Background: an optimization exercise with open tools, aiming at small area, a short achievable clock period and few clock cycles per item. Do not read the settings as production practice.
Function was checked by simulation only, so behaviour that the tests miss may differ from the original.

== 04-12 ==
==> module restoring_divider, before the edit <==
module restoring_divider #(
    parameter int SLOT_W = 3
) (
    input  logic                 clk,
    input  logic                 rst,
    input  logic                 start,
    input  muldiv_pkg::operand_t dividend,
    input  muldiv_pkg::operand_t divisor,
    input  logic [SLOT_W-1:0]    tag,
    input  logic                 wr_block,  
    output logic                 busy,
    output logic                 wr_en,     
    output logic [SLOT_W-1:0]    wr_slot,
    output muldiv_pkg::result_t  wr_data
);
    logic        norm;        
    logic        run;         
    logic [3:0]  left;        
    logic [31:0] rem;
    logic [31:0] dvsr;        
    logic [31:0] quo;
    logic        take;
    assign take = start && !busy && !rst;
    function automatic logic [5:0] bitlen(input logic [31:0] v);
        logic [5:0] n;
        n = 6'd0;
        for (int i = 0; i < 32; i++) if (v[i]) n = i + 1;
        bitlen = n;
    endfunction
    logic [5:0] lx, ly;
    logic [5:0] k;          
    logic       yzero;
    logic       qzero;      
    assign lx    = bitlen(rem);
    assign ly    = bitlen(dvsr);
    assign yzero = (dvsr == 32'd0);
    assign qzero = yzero || (lx < ly);
    assign k     = lx - ly;
    logic [34:0] t1, t2, t3;
    logic [34:0] a3, b3, c3, s3, y3;
    assign t1 = {3'd0, rem} - {3'd0, dvsr};
    assign t2 = {3'd0, rem} - {2'd0, dvsr, 1'b0};
    assign a3 = {3'd0, rem};
    assign b3 = ~{3'd0, dvsr};
    assign c3 = ~{2'd0, dvsr, 1'b0};
    assign s3 = a3 ^ b3 ^ c3;
    assign y3 = ((a3 & b3) | (a3 & c3) | (b3 & c3)) << 1;
    logic [35:0] t3w;
    assign t3w = {s3, 1'b1} + {y3[34:1], 1'b1, 1'b1};
    assign t3  = t3w[35:1];
    logic [1:0]  digit;
    logic [31:0] rem_next;
    always_comb begin
        if (!t3[34]) begin
            digit = 2'd3;
            rem_next = t3[31:0];
        end else if (!t2[34]) begin
            digit = 2'd2;
            rem_next = t2[31:0];
        end else if (!t1[34]) begin
            digit = 2'd1;
            rem_next = t1[31:0];
        end else begin
            digit = 2'd0;
            rem_next = rem;
        end
    end
    logic want;             
    logic stall;
    assign want  = (norm && qzero) || (run && left == 4'd0);
    assign stall = want && wr_block;
    always_ff @(posedge clk) begin
        if (rst) begin
            norm <= 1'b0;
            run  <= 1'b0;
        end else if (take) begin
            norm <= 1'b1;
        end else if (!stall) begin
            if (norm) begin
                norm <= 1'b0;
                run  <= !qzero;
            end else if (run && left == 4'd0) begin
                run <= 1'b0;
            end
        end
    end
    always_ff @(posedge clk) begin
        if (take) begin
            rem     <= dividend;
            dvsr    <= divisor;
            quo     <= '0;
            wr_slot <= tag;
        end else if (!stall) begin
            if (norm) begin
                dvsr <= dvsr << {k[4:1], 1'b0};
                left <= k[4:1];
            end else begin
                rem  <= rem_next;
                quo  <= {quo[29:0], digit};
                dvsr <= dvsr >> 2;
                left <= left - 4'd1;
            end
        end
    end
    assign busy    = norm || run;
    assign wr_en   = want && !wr_block;
    assign wr_data = norm ? {rem, yzero ? 32'hFFFF_FFFF : 32'd0} : {rem_next, quo[29:0], digit};
endmodule
export LEC_CHECK = 0
export CAP_MARGIN = 20
export CORE_MARGIN = 2
export CORE_UTILIZATION = 40
export PLACE_DENSITY = 0.6
export SLEW_MARGIN = 20
create_clock -name core_clock -period 5.0 [get_ports {clk}]
run.sh (not shown) runs the stock make flow with config.mk's settings and CLKGATE_MAP_FILE= SYNTH_SCRIPT=/design/flow/synth_recipe.tcl, a recipe that flattens the netlist after the stock synthesis.
Testbench counts of 04-12, summed over its fixed seeds: cycles 11,513, ops 3,200.
Modified inputs, 03-13 compared to 04-12
diff --git a/flow/design.v b/flow/design.v
--- a/flow/design.v
+++ b/flow/design.v
@@ -148,12 +148,14 @@
     output logic                 busy,
     output logic                 wr_en,     
     output logic [SLOT_W-1:0]    wr_slot,
     output muldiv_pkg::result_t  wr_data
 );
-    logic        norm;        
+    logic        triv;        
+    logic        yzero;
     logic        run;         
+    logic        last;        
     logic [3:0]  left;        
     logic [31:0] rem;
     logic [31:0] dvsr;        
     logic [31:0] quo;
     logic        take;
@@ -164,17 +166,17 @@
         for (int i = 0; i < 32; i++) if (v[i]) n = i + 1;
         bitlen = n;
     endfunction
     logic [5:0] lx, ly;
     logic [5:0] k;          
-    logic       yzero;
-    logic       qzero;      
-    assign lx    = bitlen(rem);
-    assign ly    = bitlen(dvsr);
-    assign yzero = (dvsr == 32'd0);
-    assign qzero = yzero || (lx < ly);
-    assign k     = lx - ly;
+    logic       in_yzero;
+    logic       in_triv;
+    assign lx       = bitlen(dividend);
+    assign ly       = bitlen(divisor);
+    assign k        = lx - ly;
+    assign in_yzero = (divisor == 32'd0);
+    assign in_triv  = in_yzero || (dividend < divisor);
     logic [34:0] t1, t2, t3;
     logic [34:0] a3, b3, c3, s3, y3;
     assign t1 = {3'd0, rem} - {3'd0, dvsr};
     assign t2 = {3'd0, rem} - {2'd0, dvsr, 1'b0};
     assign a3 = {3'd0, rem};
@@ -202,48 +204,44 @@
             rem_next = rem;
         end
     end
     logic want;             
     logic stall;
-    assign want  = (norm && qzero) || (run && left == 4'd0);
+    assign want  = triv || (run && last);
     assign stall = want && wr_block;
     always_ff @(posedge clk) begin
         if (rst) begin
-            norm <= 1'b0;
+            triv <= 1'b0;
             run  <= 1'b0;
         end else if (take) begin
-            norm <= 1'b1;
+            triv <= in_triv;
+            run  <= !in_triv;
         end else if (!stall) begin
-            if (norm) begin
-                norm <= 1'b0;
-                run  <= !qzero;
-            end else if (run && left == 4'd0) begin
-                run <= 1'b0;
-            end
+            triv <= 1'b0;
+            if (last) run <= 1'b0;
         end
     end
     always_ff @(posedge clk) begin
         if (take) begin
             rem     <= dividend;
-            dvsr    <= divisor;
+            dvsr    <= divisor << {k[4:1], 1'b0};
+            left    <= k[4:1];
+            last    <= (k[4:1] == 4'd0);
+            yzero   <= in_yzero;
             quo     <= '0;
             wr_slot <= tag;
         end else if (!stall) begin
-            if (norm) begin
-                dvsr <= dvsr << {k[4:1], 1'b0};
-                left <= k[4:1];
-            end else begin
-                rem  <= rem_next;
-                quo  <= {quo[29:0], digit};
-                dvsr <= dvsr >> 2;
-                left <= left - 4'd1;
-            end
+            rem  <= rem_next;
+            quo  <= {quo[29:0], digit};
+            dvsr <= dvsr >> 2;
+            left <= left - 4'd1;
+            last <= (left == 4'd1);
         end
     end
-    assign busy    = norm || run;
+    assign busy    = triv || run;
     assign wr_en   = want && !wr_block;
-    assign wr_data = norm ? {rem, yzero ? 32'hFFFF_FFFF : 32'd0} : {rem_next, quo[29:0], digit};
+    assign wr_data = triv ? {rem, yzero ? 32'hFFFF_FFFF : 32'd0} : {rem_next, quo[29:0], digit};
 endmodule
 `timescale 1ns/1ps
 module result_arbiter #(
     parameter int SLOT_W = 3
 ) (
Findings:
No stage failed in 03-13, and the final checks on the layout all came back clean. From 04-12 to 03-13 the numbers moved as follows: number of clock sinks barely changed, count of clock-buffer cells in the layout rose about 4.7%. Changes observed in 03-13 relative to 04-12: wire length reported by the detailed router -9000 um, fraction of met2 tracks used by global routing shrank by 2.0 points, via count lost about 1%. Summary: post-route standard cell area excluding fillers, 03-13 better than 04-12. The lower logic depth of the worst path, buffers included of 04-12 and 03-13 is in 03-13.
Testbench counts of 03-13, summed over its fixed seeds: cycles 10,921, ops 3,200.

## old
muldiv_unit, a different RTL version from the one above (not shown whole).
Size in the first run: about 4800 cells after synthesis, about 210 I/O pins, ~0.053 mm2 of cells after synthesis.
==> module restoring_divider, before the edit <==
module restoring_divider #(
    parameter int SLOT_W = 3
) (
    input  logic                 clk,
    input  logic                 rst,
    input  logic                 start,
    input  muldiv_pkg::operand_t dividend,
    input  muldiv_pkg::operand_t divisor,
    input  logic [SLOT_W-1:0]    tag,
    input  logic                 mul_wr_next,  
    output logic                 busy,
    output logic                 wr_en,     
    output logic [2**SLOT_W-1:0] wr_sel,    
    output logic [SLOT_W-1:0]    wr_slot,
    output muldiv_pkg::result_t  wr_data
);
    logic        twait;       
    logic        norm;        
    logic        run;         
    logic        pend;        
    logic        last;        
    logic [3:0]  left;        
    logic [5:0]  lxr, lyr;    
    logic [31:0] rem;
    logic [31:0] dvsr;        
    logic [33:0] dvsr3;       
    logic [31:0] quo;
    logic        take;
    assign take = start && !busy && !rst;
    function automatic logic [5:0] bitlen(input logic [31:0] v);
        logic [5:0] n;
        n = 6'd0;
        for (int i = 0; i < 32; i++) if (v[i]) n = i + 1;
        bitlen = n;
    endfunction
    logic [5:0] lx, ly;
    logic [5:0] k;          
    logic       in_yzero;
    logic       in_triv;
    assign lx       = bitlen(dividend);
    assign ly       = bitlen(divisor);
    assign k        = lxr - lyr;
    assign in_yzero = (divisor == 32'd0);
    assign in_triv  = in_yzero || (dividend < divisor);
    logic [33:0] in_y3;     
    assign in_y3 = {2'd0, divisor} + {1'd0, divisor, 1'b0};
    function automatic logic [34:0] ks_sub(input logic [34:0] a, input logic [34:0] b);
        logic [34:0] p, g, pp, gg, c;
        p = a ^ ~b;
        g = a & ~b;
        pp = p;
        gg = g | p & {34'd0, 1'b1};   
        for (int d = 1; d < 35; d = d * 2) begin
            for (int i = 34; i >= d; i--) begin
                gg[i] = gg[i] | (pp[i] & gg[i-d]);
                pp[i] = pp[i] & pp[i-d];
            end
        end
        c = {gg[33:0], 1'b1};
        ks_sub = p ^ c;
    endfunction
    logic [34:0] t1, t2, t3;
    assign t1 = ks_sub({3'd0, rem}, {3'd0, dvsr});
    assign t2 = ks_sub({3'd0, rem}, {2'd0, dvsr, 1'b0});
    assign t3 = ks_sub({3'd0, rem}, {1'd0, dvsr3});
    logic [1:0]  digit;
    logic [31:0] rem_next;
    always_comb begin
        if (!t3[34]) begin
            digit = 2'd3;
            rem_next = t3[31:0];
        end else if (!t2[34]) begin
            digit = 2'd2;
            rem_next = t2[31:0];
        end else if (!t1[34]) begin
            digit = 2'd1;
            rem_next = t1[31:0];
        end else begin
            digit = 2'd0;
            rem_next = rem;
        end
    end
    logic stall;
    assign stall = mul_wr_next;
    always_ff @(posedge clk) begin
        if (rst) begin
            twait <= 1'b0;
            norm  <= 1'b0;
            run   <= 1'b0;
        end else if (take) begin
            twait <= in_triv && mul_wr_next;
            norm  <= !in_triv;
        end else if (twait) begin
            twait <= 1'b0;
        end else if (norm) begin
            norm <= 1'b0;
            run  <= 1'b1;
        end else if (run && last && !stall) begin
            run <= 1'b0;
        end
    end
    logic              pend_next;
    logic [SLOT_W-1:0] slot_next;
    assign pend_next = (take && in_triv && !mul_wr_next) || (!rst && twait) || (!rst && run && last && !stall);
    assign slot_next = take ? tag : wr_slot;
    always_ff @(posedge clk) begin
        pend <= pend_next;
        for (int i = 0; i < 2**SLOT_W; i++) wr_sel[i] <= pend_next && (slot_next == SLOT_W'(i));
    end
    always_ff @(posedge clk) begin
        if (take) begin
            rem     <= dividend;
            dvsr    <= divisor;
            dvsr3   <= in_y3;
            lxr     <= lx;
            lyr     <= ly;
            quo     <= in_yzero ? 32'hFFFF_FFFF : 32'd0;
            wr_slot <= tag;
        end else if (norm) begin
            dvsr  <= dvsr << {k[4:1], 1'b0};
            dvsr3 <= dvsr3 << {k[4:1], 1'b0};
            left  <= k[4:1];
            last  <= (k[4:1] == 4'd0);
        end else if (run && !(last && stall)) begin
            rem   <= rem_next;
            quo   <= {quo[29:0], digit};
            dvsr  <= dvsr >> 2;
            dvsr3 <= dvsr3 >> 2;
            left  <= left - 4'd1;
            last  <= (left == 4'd1);
        end
    end
    assign busy    = twait || norm || run;
    assign wr_en   = pend;
    assign wr_data = {rem, quo};
endmodule
export LEC_CHECK = 0
export CAP_MARGIN = 20
export CORE_MARGIN = 2
export CORE_UTILIZATION = 40
export CTS_BUF_LIST = sky130_fd_sc_hd__clkbuf_4 sky130_fd_sc_hd__clkbuf_8
export PLACE_DENSITY = 0.6
export SETUP_SLACK_MARGIN = 1.05
export SLEW_MARGIN = 20
create_clock -name core_clock -period 5.0 [get_ports {clk}]
old: no failed stages, no open violations at the end
Testbench counts of old, summed over its fixed seeds: cycles 11,126, ops 3,200.
Relative to old, the following input files were edited for new:
-- flow/design.v --
<<< old, line 160
    logic        last;        
    logic [3:0]  left;        
    logic [5:0]  lxr, lyr;    
    logic [31:0] rem;
    logic [31:0] dvsr;        
>>> new, line 160
    logic        last;        
    logic [3:0]  left;        
    logic [3:0]  shift;       
    logic [31:0] rem;
    logic [31:0] dvsr;        
<<< old, line 179
    assign lx       = bitlen(dividend);
    assign ly       = bitlen(divisor);
    assign k        = lxr - lyr;
    assign in_yzero = (divisor == 32'd0);
    assign in_triv  = in_yzero || (dividend < divisor);
>>> new, line 179
    assign lx       = bitlen(dividend);
    assign ly       = bitlen(divisor);
    assign k        = lx - ly;
    assign in_yzero = (divisor == 32'd0);
    assign in_triv  = in_yzero || (dividend < divisor);
<<< old, line 252
            dvsr    <= divisor;
            dvsr3   <= in_y3;
            lxr     <= lx;
            lyr     <= ly;
            quo     <= in_yzero ? 32'hFFFF_FFFF : 32'd0;
            wr_slot <= tag;
        end else if (norm) begin
            dvsr  <= dvsr << {k[4:1], 1'b0};
            dvsr3 <= dvsr3 << {k[4:1], 1'b0};
            left  <= k[4:1];
            last  <= (k[4:1] == 4'd0);
        end else if (run && !(last && stall)) begin
            rem   <= rem_next;
>>> new, line 252
            dvsr    <= divisor;
            dvsr3   <= in_y3;
            shift   <= k[4:1];
            quo     <= in_yzero ? 32'hFFFF_FFFF : 32'd0;
            wr_slot <= tag;
        end else if (norm) begin
            dvsr  <= dvsr << {shift, 1'b0};
            dvsr3 <= dvsr3 << {shift, 1'b0};
            left  <= shift;
            last  <= (shift == 4'd0);
        end else if (run && !(last && stall)) begin
            rem   <= rem_next;
==> summary.txt <==
Between new and old, the maximum frequency does not differ in any meaningful way. new: PASS, flow complete, no timing, DRC or antenna violations. The run showing the smaller peak per-stage delay on the critical path is old. old leaves less setup margin than new. Delta (new minus old): routed wire length has increased, final cell area excluding filler cells has increased, number of resized instances in the post-cts repair step has increased. The lower area growth from synthesis to layout came out of new. Sort new and old by share of synthesized cell area in and, or, nand and nor gates, ascending, and old comes first.
Testbench counts of new, summed over its fixed seeds: cycles 11,126, ops 3,200.

trial 90:
muldiv_unit, a different RTL version from the one above (not shown whole).
Size: ~4700 cells after synthesis, roughly 830 flip-flops, roughly 51000 µm² of cells after synthesis.
## muldiv_unit
module muldiv_unit #(
    parameter int SLOT_W = 3
) (
    input  logic                 clk,
    input  logic                 rst,
    input  logic                 mul_start,
    input  muldiv_pkg::operand_t mul_a,
    input  muldiv_pkg::operand_t mul_b,
    input  logic [SLOT_W-1:0]    mul_tag,
    output logic                 mul_busy,
    input  logic                 div_start,
    input  muldiv_pkg::operand_t div_dividend,
    input  muldiv_pkg::operand_t div_divisor,
    input  logic [SLOT_W-1:0]    div_tag,
    output logic                 div_busy,
    input  logic [SLOT_W-1:0]    rd_slot,
    output muldiv_pkg::result_t  rd_data
);
==> module restoring_divider, before the edit <==
module restoring_divider #(
    parameter int SLOT_W = 3
) (
    input  logic                 clk,
    input  logic                 rst,
    input  logic                 start,
    input  muldiv_pkg::operand_t dividend,
    input  muldiv_pkg::operand_t divisor,
    input  logic [SLOT_W-1:0]    tag,
    input  logic                 mul_wr_next,  
    output logic                 busy,
    output logic                 wr_en,     
    output logic [SLOT_W-1:0]    wr_slot,
    output muldiv_pkg::result_t  wr_data
);
    logic        twait;       
    logic        norm;        
    logic        run;         
    logic        pend;        
    logic        last;        
    logic [3:0]  left;        
    logic [3:0]  shift;       
    logic [31:0] rem;
    logic [31:0] dvsr;        
    logic [33:0] dvsr3;       
    logic [31:0] quo;
    logic        take;
    assign take = start && !busy && !rst;
    function automatic logic [5:0] bitlen(input logic [31:0] v);
        logic [5:0] n;
        n = 6'd0;
        for (int i = 0; i < 32; i++) if (v[i]) n = i + 1;
        bitlen = n;
    endfunction
    logic [5:0] lx, ly;
    logic [5:0] k;          
    logic       in_yzero;
    logic       in_triv;
    assign lx       = bitlen(dividend);
    assign ly       = bitlen(divisor);
    assign k        = lx - ly;
    assign in_yzero = (divisor == 32'd0);
    assign in_triv  = in_yzero || (dividend < divisor);
    logic [31:0] dvsr_n;
    assign dvsr_n = dvsr << {shift, 1'b0};
    function automatic logic [34:0] ks_sub(input logic [34:0] a, input logic [34:0] b);
        logic [34:0] p, g, pp, gg, c;
        p = a ^ ~b;
        g = a & ~b;
        pp = p;
        gg = g | p & {34'd0, 1'b1};   
        for (int d = 1; d < 35; d = d * 2) begin
            for (int i = 34; i >= d; i--) begin
                gg[i] = gg[i] | (pp[i] & gg[i-d]);
                pp[i] = pp[i] & pp[i-d];
            end
        end
        c = {gg[33:0], 1'b1};
        ks_sub = p ^ c;
    endfunction
    logic [34:0] t1, t2, t3;
    assign t1 = ks_sub({3'd0, rem}, {3'd0, dvsr});
    assign t2 = ks_sub({3'd0, rem}, {2'd0, dvsr, 1'b0});
    assign t3 = ks_sub({3'd0, rem}, {1'd0, dvsr3});
    logic [1:0]  digit;
    logic [31:0] rem_next;
    always_comb begin
        if (!t3[34]) begin
            digit = 2'd3;
            rem_next = t3[31:0];
        end else if (!t2[34]) begin
            digit = 2'd2;
            rem_next = t2[31:0];
        end else if (!t1[34]) begin
            digit = 2'd1;
            rem_next = t1[31:0];
        end else begin
            digit = 2'd0;
            rem_next = rem;
        end
    end
    logic stall;
    assign stall = mul_wr_next;
    always_ff @(posedge clk) begin
        if (rst) begin
            twait <= 1'b0;
            norm  <= 1'b0;
            run   <= 1'b0;
        end else if (take) begin
            twait <= in_triv && mul_wr_next;
            norm  <= !in_triv;
        end else if (twait) begin
            twait <= 1'b0;
        end else if (norm) begin
            norm <= 1'b0;
            run  <= 1'b1;
        end else if (run && last && !stall) begin
            run <= 1'b0;
        end
    end
    always_ff @(posedge clk) begin
        pend <= (take && in_triv && !mul_wr_next) || (!rst && twait) || (!rst && run && last && !stall);
    end
    always_ff @(posedge clk) begin
        if (take) begin
            rem     <= dividend;
            dvsr    <= divisor;
            shift   <= k[4:1];
            quo     <= in_yzero ? 32'hFFFF_FFFF : 32'd0;
            wr_slot <= tag;
        end else if (norm) begin
            dvsr  <= dvsr_n;
            dvsr3 <= {2'd0, dvsr_n} + {1'd0, dvsr_n, 1'b0};
            left  <= shift;
            last  <= (shift == 4'd0);
        end else if (run && !(last && stall)) begin
            rem   <= rem_next;
            quo   <= {quo[29:0], digit};
            dvsr  <= dvsr >> 2;
            dvsr3 <= dvsr3 >> 2;
            left  <= left - 4'd1;
            last  <= (left == 4'd1);
        end
    end
    assign busy    = twait || norm || run;
    assign wr_en   = pend;
    assign wr_data = {rem, quo};
endmodule
==> module result_bank, before the edit <==
module result_bank #(
    parameter int SLOT_W = 3
) (
    input  logic                clk,
    input  logic                we,
    input  logic [SLOT_W-1:0]   wr_slot,
    input  muldiv_pkg::result_t wr_data,
    input  logic                byp_en,     
    input  logic [SLOT_W-1:0]   byp_slot,
    input  muldiv_pkg::result_t byp_data,
    input  logic [SLOT_W-1:0]   rd_slot,
    output muldiv_pkg::result_t rd_data
);
    localparam int DEPTH = 2 ** SLOT_W;
    muldiv_pkg::result_t mem [DEPTH];
    always_ff @(posedge clk) begin
        if (we) begin
            mem[wr_slot] <= wr_data;
        end
    end
    logic byp_hit;
    assign byp_hit = byp_en && (byp_slot == rd_slot);
    always_comb begin
        rd_data = byp_data & {64{byp_hit}};
        for (int i = 0; i < DEPTH; i++) rd_data = rd_data | (mem[i] & {64{rd_slot == SLOT_W'(i) && !byp_hit}});
    end
endmodule
==> module muldiv_unit, before the edit <==
module muldiv_unit #(
    parameter int SLOT_W = 3
) (
    input  logic                 clk,
    input  logic                 rst,
    input  logic                 mul_start,
    input  muldiv_pkg::operand_t mul_a,
    input  muldiv_pkg::operand_t mul_b,
    input  logic [SLOT_W-1:0]    mul_tag,
    output logic                 mul_busy,
    input  logic                 div_start,
    input  muldiv_pkg::operand_t div_dividend,
    input  muldiv_pkg::operand_t div_divisor,
    input  logic [SLOT_W-1:0]    div_tag,
    output logic                 div_busy,
    input  logic [SLOT_W-1:0]    rd_slot,
    output muldiv_pkg::result_t  rd_data
);
    logic                mul_we;
    logic                mul_wr_next;
    logic [SLOT_W-1:0]   mul_slot;
    muldiv_pkg::result_t mul_data;
    logic                div_we;
    logic [SLOT_W-1:0]   div_slot;
    muldiv_pkg::result_t div_data;
    logic                bank_we;
    logic [SLOT_W-1:0]   bank_slot;
    muldiv_pkg::result_t bank_data;
    shift_add_multiplier #(.SLOT_W(SLOT_W)) i_mul (
        .clk(clk), .rst(rst), .start(mul_start), .a(mul_a), .b(mul_b), .tag(mul_tag),
        .busy(mul_busy), .wr_en(mul_we), .wr_next(mul_wr_next), .wr_slot(mul_slot), .wr_data(mul_data)
    );
    restoring_divider #(.SLOT_W(SLOT_W)) i_div (
        .clk(clk), .rst(rst), .start(div_start), .dividend(div_dividend),
        .divisor(div_divisor), .tag(div_tag), .mul_wr_next(mul_wr_next), .busy(div_busy),
        .wr_en(div_we), .wr_slot(div_slot), .wr_data(div_data)
    );
    result_arbiter #(.SLOT_W(SLOT_W)) i_arb (
        .mul_we(mul_we), .mul_slot(mul_slot), .mul_data(mul_data),
        .div_we(div_we), .div_slot(div_slot), .div_data(div_data),
        .bank_we(bank_we), .bank_slot(bank_slot), .bank_data(bank_data)
    );
    result_bank #(.SLOT_W(SLOT_W)) i_bank (
        .clk(clk), .we(bank_we), .wr_slot(bank_slot), .wr_data(bank_data),
        .byp_en(div_we), .byp_slot(div_slot), .byp_data(div_data),
        .rd_slot(rd_slot), .rd_data(rd_data)
    );
endmodule
Settings: LEC_CHECK=0, CAP_MARGIN=20, CORE_MARGIN=2, CORE_UTILIZATION=40, PLACE_DENSITY=0.6, SETUP_SLACK_MARGIN=0.9, SLEW_MARGIN=20; clock period 5.0 ns.
Trial 90 finished every stage and its layout cleared the timing, design-rule and antenna checks.
Testbench counts of trial 90, summed over its fixed seeds: cycles 11,126, ops 3,200.
--- input diff trial 90..build 27 ---
-- flow/design.v --
<<< trial 90, line 150
    output logic                 busy,
    output logic                 wr_en,     
    output logic [SLOT_W-1:0]    wr_slot,
    output muldiv_pkg::result_t  wr_data
>>> build 27, line 150
    output logic                 busy,
    output logic                 wr_en,     
    output logic [2**SLOT_W-1:0] wr_sel,    
    output logic [SLOT_W-1:0]    wr_slot,
    output muldiv_pkg::result_t  wr_data
<<< trial 90, line 238
        end
    end
    always_ff @(posedge clk) begin
        pend <= (take && in_triv && !mul_wr_next) || (!rst && twait) || (!rst && run && last && !stall);
    end
    always_ff @(posedge clk) begin
>>> build 27, line 239
        end
    end
    logic              pend_next;
    logic [SLOT_W-1:0] slot_next;
    assign pend_next = (take && in_triv && !mul_wr_next) || (!rst && twait) || (!rst && run && last && !stall);
    assign slot_next = take ? tag : wr_slot;
    always_ff @(posedge clk) begin
        pend <= pend_next;
        for (int i = 0; i < 2**SLOT_W; i++) wr_sel[i] <= pend_next && (slot_next == SLOT_W'(i));
    end
    always_ff @(posedge clk) begin
<<< trial 90, line 292
    input  logic [SLOT_W-1:0]   wr_slot,
    input  muldiv_pkg::result_t wr_data,
    input  logic                byp_en,     
    input  logic [SLOT_W-1:0]   byp_slot,
    input  muldiv_pkg::result_t byp_data,
    input  logic [SLOT_W-1:0]   rd_slot,
>>> build 27, line 298
    input  logic [SLOT_W-1:0]   wr_slot,
    input  muldiv_pkg::result_t wr_data,
    input  logic [2**SLOT_W-1:0] byp_sel,   
    input  muldiv_pkg::result_t byp_data,
    input  logic [SLOT_W-1:0]   rd_slot,
<<< trial 90, line 305
        end
    end
    logic byp_hit;
    assign byp_hit = byp_en && (byp_slot == rd_slot);
    always_comb begin
        rd_data = byp_data & {64{byp_hit}};
        for (int i = 0; i < DEPTH; i++) rd_data = rd_data | (mem[i] & {64{rd_slot == SLOT_W'(i) && !byp_hit}});
    end
endmodule
>>> build 27, line 310
        end
    end
    logic [DEPTH-1:0] dec;
    always_comb begin
        for (int i = 0; i < DEPTH; i++) dec[i] = (rd_slot == SLOT_W'(i));
        rd_data = byp_data & {64{|(dec & byp_sel)}};
        for (int i = 0; i < DEPTH; i++) rd_data = rd_data | (mem[i] & {64{dec[i] && !byp_sel[i]}});
    end
endmodule
<<< trial 90, line 336
    muldiv_pkg::result_t mul_data;
    logic                div_we;
    logic [SLOT_W-1:0]   div_slot;
    muldiv_pkg::result_t div_data;
>>> build 27, line 341
    muldiv_pkg::result_t mul_data;
    logic                div_we;
    logic [2**SLOT_W-1:0] div_sel;
    logic [SLOT_W-1:0]   div_slot;
    muldiv_pkg::result_t div_data;
<<< trial 90, line 348
        .clk(clk), .rst(rst), .start(div_start), .dividend(div_dividend),
        .divisor(div_divisor), .tag(div_tag), .mul_wr_next(mul_wr_next), .busy(div_busy),
        .wr_en(div_we), .wr_slot(div_slot), .wr_data(div_data)
    );
    result_arbiter #(.SLOT_W(SLOT_W)) i_arb (
>>> build 27, line 354
        .clk(clk), .rst(rst), .start(div_start), .dividend(div_dividend),
        .divisor(div_divisor), .tag(div_tag), .mul_wr_next(mul_wr_next), .busy(div_busy),
        .wr_en(div_we), .wr_sel(div_sel), .wr_slot(div_slot), .wr_data(div_data)
    );
    result_arbiter #(.SLOT_W(SLOT_W)) i_arb (
<<< trial 90, line 357
    result_bank #(.SLOT_W(SLOT_W)) i_bank (
        .clk(clk), .we(bank_we), .wr_slot(bank_slot), .wr_data(bank_data),
        .byp_en(div_we), .byp_slot(div_slot), .byp_data(div_data),
        .rd_slot(rd_slot), .rd_data(rd_data)
    );
>>> build 27, line 363
    result_bank #(.SLOT_W(SLOT_W)) i_bank (
        .clk(clk), .we(bank_we), .wr_slot(bank_slot), .wr_data(bank_data),
        .byp_sel(div_sel), .byp_data(div_data),
        .rd_slot(rd_slot), .rd_data(rd_data)
    );
--- outcome ---
Run comparison: build 27 termination of the worst setup path rd_data[51]; trial 90 termination of the worst setup path rd_data[63]
Going from trial 90 to build 27, the die area was enlarged.
[compare] base=trial 90 new=build 27: count of nets after finishing did not really move, clock skew after layout now smaller, proportion of cell area spent on the clock network saw little to no change.
Source-to-sink clock delay at the later pin of the worst-skew pair, trial 90 and build 27: lower on build 27
Worst hold slack delta (build 27 − trial 90): favourable
Trial 90 reports its startpoint of the worst setup timing path as i_div.wr_slot[0]$_DFFE_PP_ while build 27 reports rd_slot[1].
Compared with trial 90, in build 27 footprint of the multi-input gates now sits at about the same level; global-route track usage on met1 up 1.3 points.
Going from trial 90 to build 27, sequential share of cell area now sits higher.
Measured against each other, trial 90 and build 27 differ in worst-margin pin slew, the lower figure coming from trial 90.
Build 27 vs trial 90 on wire length: build 27 is the higher one.
Diff trial 90 -> build 27: synthesis-to-layout area growth went down 1.2 points, fraction of area in multi-input gates held.
Testbench counts of build 27, summed over its fixed seeds: cycles 11,126, ops 3,200.

[what the ideal ports hide]
In the flow no input, the clock included, has a driving cell. The finished layouts below were timed again as built, in two steps. Step 1 sets driving cells, clkbuf_16 on the clock port and buf_2 on the other inputs (assumed; they add their load-dependent delay and slew). Step 2 moves the port delays by t, midway between the first and last clock arrival at a register: inputs arrive t later, outputs are due t later. That takes back most of the time a late clock gives input paths. a / b / c = ideal / step 1 / step 2; a / b = the first two.
run | t, ns | setup slack, ns | worst setup path after step 2 | worst data-port slew with drivers (ns)
04-12 | 0.752 | 0.160 / 0.160 / 0.160 | register to register | 0.12
03-13 | 0.739 | 0.118 / 0.118 / -0.389 | input to register | 0.11
old | 0.945 | 1.091 / 1.062 / 0.321 | input to register | 0.07
new | 0.954 | 1.094 / 1.065 / 0.217 | input to register | 0.07
trial 90 | 0.777 | 0.773 / 0.693 / 0.362 | input to register | 0.14
build 27 | 0.754 | 0.907 / 0.851 / 0.241 | input to register | 0.12
With both steps, setup timing fails in 03-13, where it was met with ideal ports. For new, which loses most, drivers alone change the setup slack by -0.029 ns; drivers and shift together by -0.877 ns.
